This is an optimization exercise on Yosys and OpenROAD, whose aim is small area, not a production implementation. In this exercise RTL edits were held to simulation tests only and were not proved equivalent to the original. Power and IR drop assume default switching activity.

==> design/flow/config.mk <==
export PLATFORM = sky130hd
export DESIGN_NAME = rs_alu
export DESIGN_NICKNAME = rs_alu
export VERILOG_FILES = /design/flow/design.v
export SDC_FILE = /design/flow/constraint.sdc
export NUM_CORES = 4
export LEC_CHECK = 0
export CAP_MARGIN = 20
export CORE_MARGIN = 2
export CORE_UTILIZATION = 40
export SLEW_MARGIN = 20
==> design/flow/constraint.sdc <==
create_clock -name core_clock -period 5.0 [get_ports {in_clk}]
set_input_delay 1.0000 -clock core_clock [delete_from_list [all_inputs] [get_ports {in_clk}]]
set_output_delay 1.0000 -clock core_clock [all_outputs]
set_load 0.01 [all_outputs]
==> design/flow/design.v <==
package rs_alu_pkg;
    localparam int GPR_SIZE     = 64;
    localparam int ROB_IDX_SIZE = 5;
    typedef enum logic [3:0] {
        FU_OP_PASS_A = 4'd0,
        FU_OP_PASS_B = 4'd1,
        FU_OP_PLUS   = 4'd2,
        FU_OP_MINUS  = 4'd3,
        FU_OP_AND    = 4'd4,
        FU_OP_ORR    = 4'd5,
        FU_OP_EOR    = 4'd6,
        FU_OP_CSEL   = 4'd7
    } fu_op_t;
    typedef logic [3:0] nzcv_t;
    localparam int E_NZTAG = 0;
    localparam int E_NZRDY = E_NZTAG + ROB_IDX_SIZE;
    localparam int E_NZCV  = E_NZRDY + 1;
    localparam int E_SN    = E_NZCV + 4;
    localparam int E_DST   = E_SN + 1;
    localparam int E_BTAG  = E_DST + ROB_IDX_SIZE;
    localparam int E_ATAG  = E_BTAG + ROB_IDX_SIZE;
    localparam int E_BRDY  = E_ATAG + ROB_IDX_SIZE;
    localparam int E_ARDY  = E_BRDY + 1;
    localparam int E_VALB  = E_ARDY + 1;
    localparam int E_VALA  = E_VALB + GPR_SIZE;
    localparam int E_OP    = E_VALA + GPR_SIZE;
    localparam int E_VALID = E_OP + 4;
    localparam int E_W     = E_VALID + 1;
endpackage
module rs_select
#(
    parameter int N = 4
) (
    input  logic [N-1:0]         ready,
    output logic [$clog2(N)-1:0] idx,
    output logic                 found
);
    localparam int W = $clog2(N);
    always_comb begin
        idx   = '0;
        found = 1'b0;
        for (int i = N - 1; i >= 0; i--) begin
            if (ready[i]) begin
                idx   = W'(i);
                found = 1'b1;
            end
        end
    end
endmodule
module rs_wake (
    input  logic [rs_alu_pkg::E_W-1:0]          e,
    input  logic                                done,
    input  logic [rs_alu_pkg::ROB_IDX_SIZE-1:0] tag,
    input  logic [rs_alu_pkg::GPR_SIZE-1:0]     value,
    input  logic                                set_nzcv,
    input  rs_alu_pkg::nzcv_t                   nzcv,
    output logic [rs_alu_pkg::E_W-1:0]          r
);
    localparam int TW = rs_alu_pkg::ROB_IDX_SIZE;
    localparam int GW = rs_alu_pkg::GPR_SIZE;
    always_comb begin
        r = e;
        if (done && e[rs_alu_pkg::E_VALID]) begin
            if (!e[rs_alu_pkg::E_ARDY] && e[rs_alu_pkg::E_ATAG +: TW] == tag) begin
                r[rs_alu_pkg::E_VALA +: GW] = value;
                r[rs_alu_pkg::E_ARDY]       = 1'b1;
            end
            if (!e[rs_alu_pkg::E_BRDY] && e[rs_alu_pkg::E_BTAG +: TW] == tag) begin
                r[rs_alu_pkg::E_VALB +: GW] = value;
                r[rs_alu_pkg::E_BRDY]       = 1'b1;
            end
            if (set_nzcv && !e[rs_alu_pkg::E_NZRDY] && e[rs_alu_pkg::E_NZTAG +: TW] == tag) begin
                r[rs_alu_pkg::E_NZCV +: 4]  = nzcv;
                r[rs_alu_pkg::E_NZRDY]      = 1'b1;
            end
        end
    end
endmodule
module rs_alu #(
    parameter int RS_SIZE = 4
) (
    input  logic                                in_clk,
    input  logic                                in_rst,
    input  logic                                in_flush,
    input  logic                                in_dispatch_valid,
    input  rs_alu_pkg::fu_op_t                  in_dispatch_fu_op,
    input  logic [rs_alu_pkg::GPR_SIZE-1:0]     in_dispatch_val_a,
    input  logic [rs_alu_pkg::GPR_SIZE-1:0]     in_dispatch_val_b,
    input  logic                                in_dispatch_a_ready,
    input  logic                                in_dispatch_b_ready,
    input  logic [rs_alu_pkg::ROB_IDX_SIZE-1:0] in_dispatch_a_rob_index,
    input  logic [rs_alu_pkg::ROB_IDX_SIZE-1:0] in_dispatch_b_rob_index,
    input  logic [rs_alu_pkg::ROB_IDX_SIZE-1:0] in_dispatch_dst_rob_index,
    input  logic                                in_dispatch_set_nzcv,
    input  rs_alu_pkg::nzcv_t                   in_dispatch_nzcv,
    input  logic                                in_dispatch_nzcv_ready,
    input  logic [rs_alu_pkg::ROB_IDX_SIZE-1:0] in_dispatch_nzcv_rob_index,
    output logic                                out_dispatch_ready,
    input  logic                                in_fu_done,
    input  logic [rs_alu_pkg::ROB_IDX_SIZE-1:0] in_fu_dst_rob_index,
    input  logic [rs_alu_pkg::GPR_SIZE-1:0]     in_fu_value,
    input  logic                                in_fu_set_nzcv,
    input  rs_alu_pkg::nzcv_t                   in_fu_nzcv,
    input  logic                                in_fu_alu_ready,
    output logic                                out_fu_alu_start,
    output rs_alu_pkg::fu_op_t                  out_fu_alu_fu_op,
    output logic [rs_alu_pkg::GPR_SIZE-1:0]     out_fu_alu_val_a,
    output logic [rs_alu_pkg::GPR_SIZE-1:0]     out_fu_alu_val_b,
    output logic [rs_alu_pkg::ROB_IDX_SIZE-1:0] out_fu_alu_dst_rob_index,
    output logic                                out_fu_alu_set_nzcv,
    output rs_alu_pkg::nzcv_t                   out_fu_alu_nzcv
);
    localparam int IDX_W = $clog2(RS_SIZE);
    localparam int CNT_W = $clog2(RS_SIZE + 1);
    localparam int EW    = rs_alu_pkg::E_W;
    localparam int TW    = rs_alu_pkg::ROB_IDX_SIZE;
    localparam int GW    = rs_alu_pkg::GPR_SIZE;
    logic [RS_SIZE-1:0][EW-1:0] q;
    logic [RS_SIZE-1:0][EW-1:0] nq;
    logic [RS_SIZE:0][EW-1:0]   w;
    logic [EW-1:0]              draw;
    logic [EW-1:0]              dent;
    logic [EW-1:0]              qsel;
    logic [CNT_W-1:0]           count;
    logic [CNT_W-1:0]           next_count;
    logic [CNT_W-1:0]           slot;
    logic [RS_SIZE-1:0]         ready_vec;
    logic [IDX_W-1:0]           sel;
    logic                       found;
    logic                       issue;
    logic                       accept;
    assign out_dispatch_ready = (count < CNT_W'(RS_SIZE));
    always_comb begin
        for (int i = 0; i < RS_SIZE; i++) begin
            ready_vec[i] = q[i][rs_alu_pkg::E_VALID] & q[i][rs_alu_pkg::E_ARDY]
                         & q[i][rs_alu_pkg::E_BRDY] & q[i][rs_alu_pkg::E_NZRDY];
        end
    end
    rs_select #(.N(RS_SIZE)) u_select (
        .ready (ready_vec),
        .idx   (sel),
        .found (found)
    );
    assign issue  = found & in_fu_alu_ready & ~in_flush & ~in_rst;
    assign accept = in_dispatch_valid & out_dispatch_ready
                  & ~in_flush & ~in_rst;
    always_comb begin
        draw                                 = '0;
        draw[rs_alu_pkg::E_VALID]            = 1'b1;
        draw[rs_alu_pkg::E_OP +: 4]          = in_dispatch_fu_op;
        draw[rs_alu_pkg::E_VALA +: GW]       = in_dispatch_val_a;
        draw[rs_alu_pkg::E_VALB +: GW]       = in_dispatch_val_b;
        draw[rs_alu_pkg::E_ARDY]             = in_dispatch_a_ready;
        draw[rs_alu_pkg::E_BRDY]             = in_dispatch_b_ready;
        draw[rs_alu_pkg::E_ATAG +: TW]       = in_dispatch_a_rob_index;
        draw[rs_alu_pkg::E_BTAG +: TW]       = in_dispatch_b_rob_index;
        draw[rs_alu_pkg::E_DST +: TW]        = in_dispatch_dst_rob_index;
        draw[rs_alu_pkg::E_SN]               = in_dispatch_set_nzcv;
        draw[rs_alu_pkg::E_NZCV +: 4]        = in_dispatch_nzcv;
        draw[rs_alu_pkg::E_NZRDY]            = in_dispatch_nzcv_ready;
        draw[rs_alu_pkg::E_NZTAG +: TW]      = in_dispatch_nzcv_rob_index;
    end
    rs_wake u_wake_d (
        .e        (draw),
        .done     (in_fu_done),
        .tag      (in_fu_dst_rob_index),
        .value    (in_fu_value),
        .set_nzcv (in_fu_set_nzcv),
        .nzcv     (in_fu_nzcv),
        .r        (dent)
    );
    for (genvar g = 0; g < RS_SIZE; g++) begin : g_wake
        rs_wake u_wake (
            .e        (q[g]),
            .done     (in_fu_done),
            .tag      (in_fu_dst_rob_index),
            .value    (in_fu_value),
            .set_nzcv (in_fu_set_nzcv),
            .nzcv     (in_fu_nzcv),
            .r        (w[g])
        );
    end
    assign w[RS_SIZE] = '0;
    always_comb begin
        for (int i = 0; i < RS_SIZE; i++) begin
            if (issue && i >= int'(sel)) nq[i] = w[i+1];
            else                         nq[i] = w[i];
        end
        slot = count - CNT_W'(issue);
        if (accept) nq[slot[IDX_W-1:0]] = dent;
        next_count = count - CNT_W'(issue) + CNT_W'(accept);
    end
    assign qsel = q[sel];
    always_ff @(posedge in_clk) begin
        if (in_rst) begin
            q                        <= '0;
            count                    <= '0;
            out_fu_alu_start         <= 1'b0;
            out_fu_alu_fu_op         <= rs_alu_pkg::FU_OP_PASS_A;
            out_fu_alu_val_a         <= '0;
            out_fu_alu_val_b         <= '0;
            out_fu_alu_dst_rob_index <= '0;
            out_fu_alu_set_nzcv      <= 1'b0;
            out_fu_alu_nzcv          <= '0;
        end else if (in_flush) begin
            q                <= '0;
            count            <= '0;
            out_fu_alu_start <= 1'b0;
        end else begin
            q                <= nq;
            count            <= next_count;
            out_fu_alu_start <= issue;
            if (issue) begin
                out_fu_alu_fu_op         <= rs_alu_pkg::fu_op_t'(qsel[rs_alu_pkg::E_OP +: 4]);
                out_fu_alu_val_a         <= qsel[rs_alu_pkg::E_VALA +: GW];
                out_fu_alu_val_b         <= qsel[rs_alu_pkg::E_VALB +: GW];
                out_fu_alu_dst_rob_index <= qsel[rs_alu_pkg::E_DST +: TW];
                out_fu_alu_set_nzcv      <= qsel[rs_alu_pkg::E_SN];
                out_fu_alu_nzcv          <= qsel[rs_alu_pkg::E_NZCV +: 4];
            end
        end
    end
endmodule
==> design/flow/run.sh <==
#!/bin/bash
# synth_recipe.tcl (not shown) runs the flow's synth.tcl, then flattens the netlist and writes it again
# the make line also repeats each setting of config.mk as NAME=value (left out here)
make -C /OpenROAD-flow-scripts/flow DESIGN_CONFIG=/design/flow/config.mk WORK_HOME=/design/flow/orfs CLKGATE_MAP_FILE= SYNTH_SCRIPT=/design/flow/synth_recipe.tcl finish
==> results.txt <==
==> final cells by class <==
| cell class | instances | area (um2) | share of cell area |
|---|---|---|---|
| inverter | 10 | 42.5 | 0.000896 |
| antenna | 7 | 17.5 | 0.000369 |
| tap | 1287 | 1610 | 0.0339 |
| clock buffer | 133 | 2640 | 0.0557 |
| timing repair buffer | 509 | 5320 | 0.112 |
| clock inverter | 23 | 226 | 0.00477 |
| multi-input combinational | 3410 | 21800 | 0.459 |
| sequential | 790 | 15800 | 0.333 |
==> metal layers <==
metal / GRT usage / up-vias / wire length, um
met2: 0.505 / 2549 / 76400
li1: - / 17800 / -
met5: 0 / - / 41
met3: 0.0709 / 444 / 19300
met4: 0.181 / 6 / 9940
met1: 0.443 / 19800 / 71200
==> cells in the mapped netlist, types with 9 or more instances <==
master	number	area [um2]
sky130_fd_sc_hd__buf_2	121	606
sky130_fd_sc_hd__mux2_2	65	732
sky130_fd_sc_hd__a22oi_1	10	75.1
sky130_fd_sc_hd__a311oi_1	75	657
sky130_fd_sc_hd__o21ai_0	115	576
sky130_fd_sc_hd__a32o_1	42	420
sky130_fd_sc_hd__buf_1	22	82.6
sky130_fd_sc_hd__dfxtp_1	790	15800
sky130_fd_sc_hd__o221ai_1	174	1520
sky130_fd_sc_hd__a211o_1	31	272
sky130_fd_sc_hd__o32ai_1	40	350
sky130_fd_sc_hd__nor3b_1	73	548
sky130_fd_sc_hd__inv_1	9	33.8
sky130_fd_sc_hd__nand2b_1	44	275
sky130_fd_sc_hd__o311ai_0	24	210
sky130_fd_sc_hd__nand3_1	177	886
sky130_fd_sc_hd__a31o_2	69	604
sky130_fd_sc_hd__nand4_1	11	68.8
sky130_fd_sc_hd__a21oi_1	180	901
sky130_fd_sc_hd__mux2i_1	306	3060
sky130_fd_sc_hd__xor2_1	37	324
sky130_fd_sc_hd__clkbuf_1	367	1380
sky130_fd_sc_hd__nor3_1	38	190
sky130_fd_sc_hd__nor2_1	249	935
sky130_fd_sc_hd__buf_6	14	158
sky130_fd_sc_hd__o22ai_1	477	2980
sky130_fd_sc_hd__xnor2_1	42	368
sky130_fd_sc_hd__buf_4	19	143
sky130_fd_sc_hd__or3_1	104	651
sky130_fd_sc_hd__o31ai_1	91	683
sky130_fd_sc_hd__nand2_1	800	3000
sky130_fd_sc_hd__a221oi_1	33	289
==> cell families (layout without fill, tap and decap cells) <==
logic type      count (synthesis)  after routing  synth area share
simple gates                 1543           1543             0.174
compound gates               1412           1412             0.253
flops                         790            790             0.398
buf+inv                       553            675            0.0605
mux                           373            373            0.0964
xor+xnor                       79             79            0.0174
fa+ha+maj                       3              3          0.000945
other cells                     0              7                 0
==> sequential cells by signal (all words and copies together), names as in the netlist <==
register	flops
count	3
out_fu_alu_dst_rob_index	5
out_fu_alu_fu_op	4
out_fu_alu_nzcv	4
out_fu_alu_set_nzcv	1
out_fu_alu_start	1
out_fu_alu_val_a	64
out_fu_alu_val_b	64
q	644
==> worst paths after layout <==
kind,endpoint,from,slack (ns)
setup / recovery,q[374],in_flush,0.97
hold / removal,out_fu_alu_val_a[32],out_fu_alu_val_a[32],0.46
setup reg to reg,q[374],q[187],1.00
hold reg to reg,out_fu_alu_val_a[32],out_fu_alu_val_a[32],0.46
==> power groups by stage <==
stage               logic, mW  clock network, mW  registers [mW]
floorplan               0.476                  0            6.52
global placement        0.991                  0            6.53
detailed placement      0.994                  0            6.53
CTS                     0.998               6.63            6.39
global route             1.06               6.90            6.40
finish                   1.02               6.61            6.39
==> PnR_summary.wiki <==
{| class="wikitable"
! Metric !! Value
|-
| Status || timing/DRC/antenna clean
|-
| Total routing usage reported by global routing || 0.334
|-
| Non-Filler Cell Area, Final || between 40000 and 50000 um2
|-
| Share of synthesized registers carrying an async set or reset || 0
|-
| Slowest CP cell || sky130_fd_sc_hd__or4_4
|-
| Depth of the worst register-to-register path || 11
|-
| Ports placed on the boundary || between 300 and 400
|-
| Summed instance area of the synthesized netlist || 39700 um2
|-
| Post-Route Skew || roughly 0.037 ns
|-
| Family with the most delay on the worst path || simple AND/OR/NAND/NOR gates
|-
| Flops & latches, synth || just under 800
|-
| Post-synthesis instance total || roughly 4800
|-
| Overall die width || about 320 um
|-
| Unique cell type count in the Yosys netlist || 74
|-
| Arr. time, crit path || around 4.5 ns
|-
| DRT antenna net count || 0
|-
| Die area || around 100000 um2
|-
| Core area || 98400 um2
|-
| Via total after detailed routing || between 40000 and 50000
|-
| Internal power || about 10 mW
|-
| Relative contribution of sequential cells to total power || 0.456
|-
| Critical Path Max Stage Delay || between 0.6 and 0.7 ns
|-
| Final Worst Setup Slack || ~0.97 ns
|-
| Most frequent standard cell in the layout excluding fill and tap cells || sky130_fd_sc_hd__dfxtp_1
|-
| Number of standard cells in the layout, taps in and fillers out || around 6000
|-
| Startpoint Class || input pin
|-
| Min Clock Period, post-route || between 4 and 5 ns
|-
| Proportion of layout cells with a drive suffix above 1 || 0.0937
|-
| Number of design rule violations left after detail routing || 0
|-
| Library cell appearing most often on the critical path || sky130_fd_sc_hd__ha_1
|-
| Final hold slack || roughly 0.46 ns
|-
| Clock tree from TritonCTS || yes
|-
| Hold Violations, Final || 0
|-
| Maximum clock insertion buffer count || 3
|-
| Clock input transition at the sequential cells of the worst setup and hold paths || around 0.06 ns
|-
| EDFF count, synth || 0
|-
| Half-perimeter wire length after placement || 106000 um
|-
| Std-Cell Rows || about 120
|-
| Worst-margin pin slew || 1.11 ns
|-
| Weighted congestion reported at the end of routability-driven placement || slightly below 0.9
|-
| Total wire length after detailed routing || 177000 um
|-
| CTS-repair resized insts || 0
|-
| Maximum vdd ir drop || 0.227 mV
|-
| Fraction of power consumed by the clock network || 0.471
|-
| Routed WL per cell || around 29 um
|-
| Dpl cell area || roughly 45000 um2
|-
| Level count of the clock H-tree || 3
|-
| Number of global-route vias before repair || 38900
|-
| TritonCTS Sinks || between 700 and 800
|-
| Commonest cells after routing, fill and taps aside || 790 x sky130_fd_sc_hd__dfxtp_1, 789 x sky130_fd_sc_hd__nand2_1, 477 x sky130_fd_sc_hd__o22ai_1, 382 x sky130_fd_sc_hd__clkdlybuf4s50_1, 305 x sky130_fd_sc_hd__mux2i_1
|-
| Synthesis warning total || 3
|-
| Hold path depth || 1
|-
| Antenna violations before repair || 12
|-
| Gate power share || 0.073
|-
| Wire length of the first global-routing pass || about 260000 um
|-
| Maximum frequency from static timing analysis || about 250 MHz
|-
| Grt ovf || 0
|-
| Sequential area share after synthesis || 0.398
|-
| Count of max-cap constraint violations || 0
|-
| Number of vias per cell after detailed routing || 6.59
|-
| Clk latency of the worst-skew pair || 0.69 ns
|-
| Share of the cycle needed by the critical path after routing || 0.805
|-
| Power per unit of standard cell area || just under 300 nW/um2
|-
| DRT iter0 DRCs || 5053
|-
| Initial Util || 0.404
|-
| Dpl cells || 6005
|-
| Leakage power total || approximately 16 nW
|-
| Port Buffer Count || about 380
|-
| CP bufs+invs || 4
|-
| Count of hold buffers inserted by post-cts repair || 0
|-
| Post-route setup TNS || 0 ns
|-
| Cells along the critical path || clkdlybuf4s50_1 -> or2_4 -> nor2_1 -> o21ai_4 -> inv_6 -> ha_1 -> ha_1 -> or4_4 -> buf_4 -> nand2_2 -> buf_12 -> o221ai_1
|-
| Number of logic stages on the critical path including buffering || 12
|-
| Number of iterations in the first detailed-routing pass || 7
|-
| Synthesized Nets || around 5000
|-
| Layout Utilization || 0.482
|-
| Crit Path Class || in2reg
|-
| Clock root buffer || sky130_fd_sc_hd__clkbuf_16
|-
| Chip Height || 319 um
|-
| Number of CTS-inserted buffers || between 80 and 90
|-
| Power Total || about 14 mW
|-
| Switching power || 3.55 mW
|-
| Final-report max-slew violation count || 0
|-
| Net count of the finished layout || between 5000 and 6000
|-
| Number of setup buffers added after CTS || 0
|-
| Final count of negative-setup-slack endpoints || 0
|-
| Pin count of the biggest net entering global routing || around 150
|-
| Required arrival time at the worst endpoint || between 5 and 6 ns
|-
| Highest fanout seen on the critical path || 58
|-
| Path type of the worst min-delay path || reg2reg
|-
| Fraction of power spent switching nets || 0.253
|-
| Setup repair after global routing missed its margin || no
|-
| Placement Setup Slack || approximately 0.4 ns
|-
| Prevailing post-synth register cell || sky130_fd_sc_hd__dfxtp_1
|-
| Relative max-transition margin || 0.258
|-
| Avg Inst Size Synth || roughly 8.4 um2
|-
| Nature of the critical path endpoint || flip-flop
|-
| Layout-stage area growth over the synthesis result || 19.4%
|-
| Fill cell count || 9446
|}

==> separate check: timing with driven ports <==
How much do the figures lean on ideal ports? The routed layout below was timed once more, with nothing changed but the port constraints. Step 1 sets driving cells, clkbuf_16 on the clock port and buf_2 on the other inputs (assumed; they add their load-dependent delay and slew). Step 2 moves the port delays by t, midway between the first and last clock arrival at a register: inputs arrive t later, outputs are due t later. That takes back most of the time a late clock gives input paths. Slacks: ideal ports / drivers / drivers and shift; pairs: ideal ports / drivers.
t, ns: 0.744
setup WS [ns]: 0.975 / 0.977 / 0.233
hold WS [ns]: 0.465 / 0.465 / 0.465
worst data-port slew with drivers (ns): 0.19
cell pins on the clock port's net: 1
After both steps setup and hold are still met in this run. For this run, drivers alone change the setup slack by +0.002 ns; drivers and shift together by -0.742 ns.
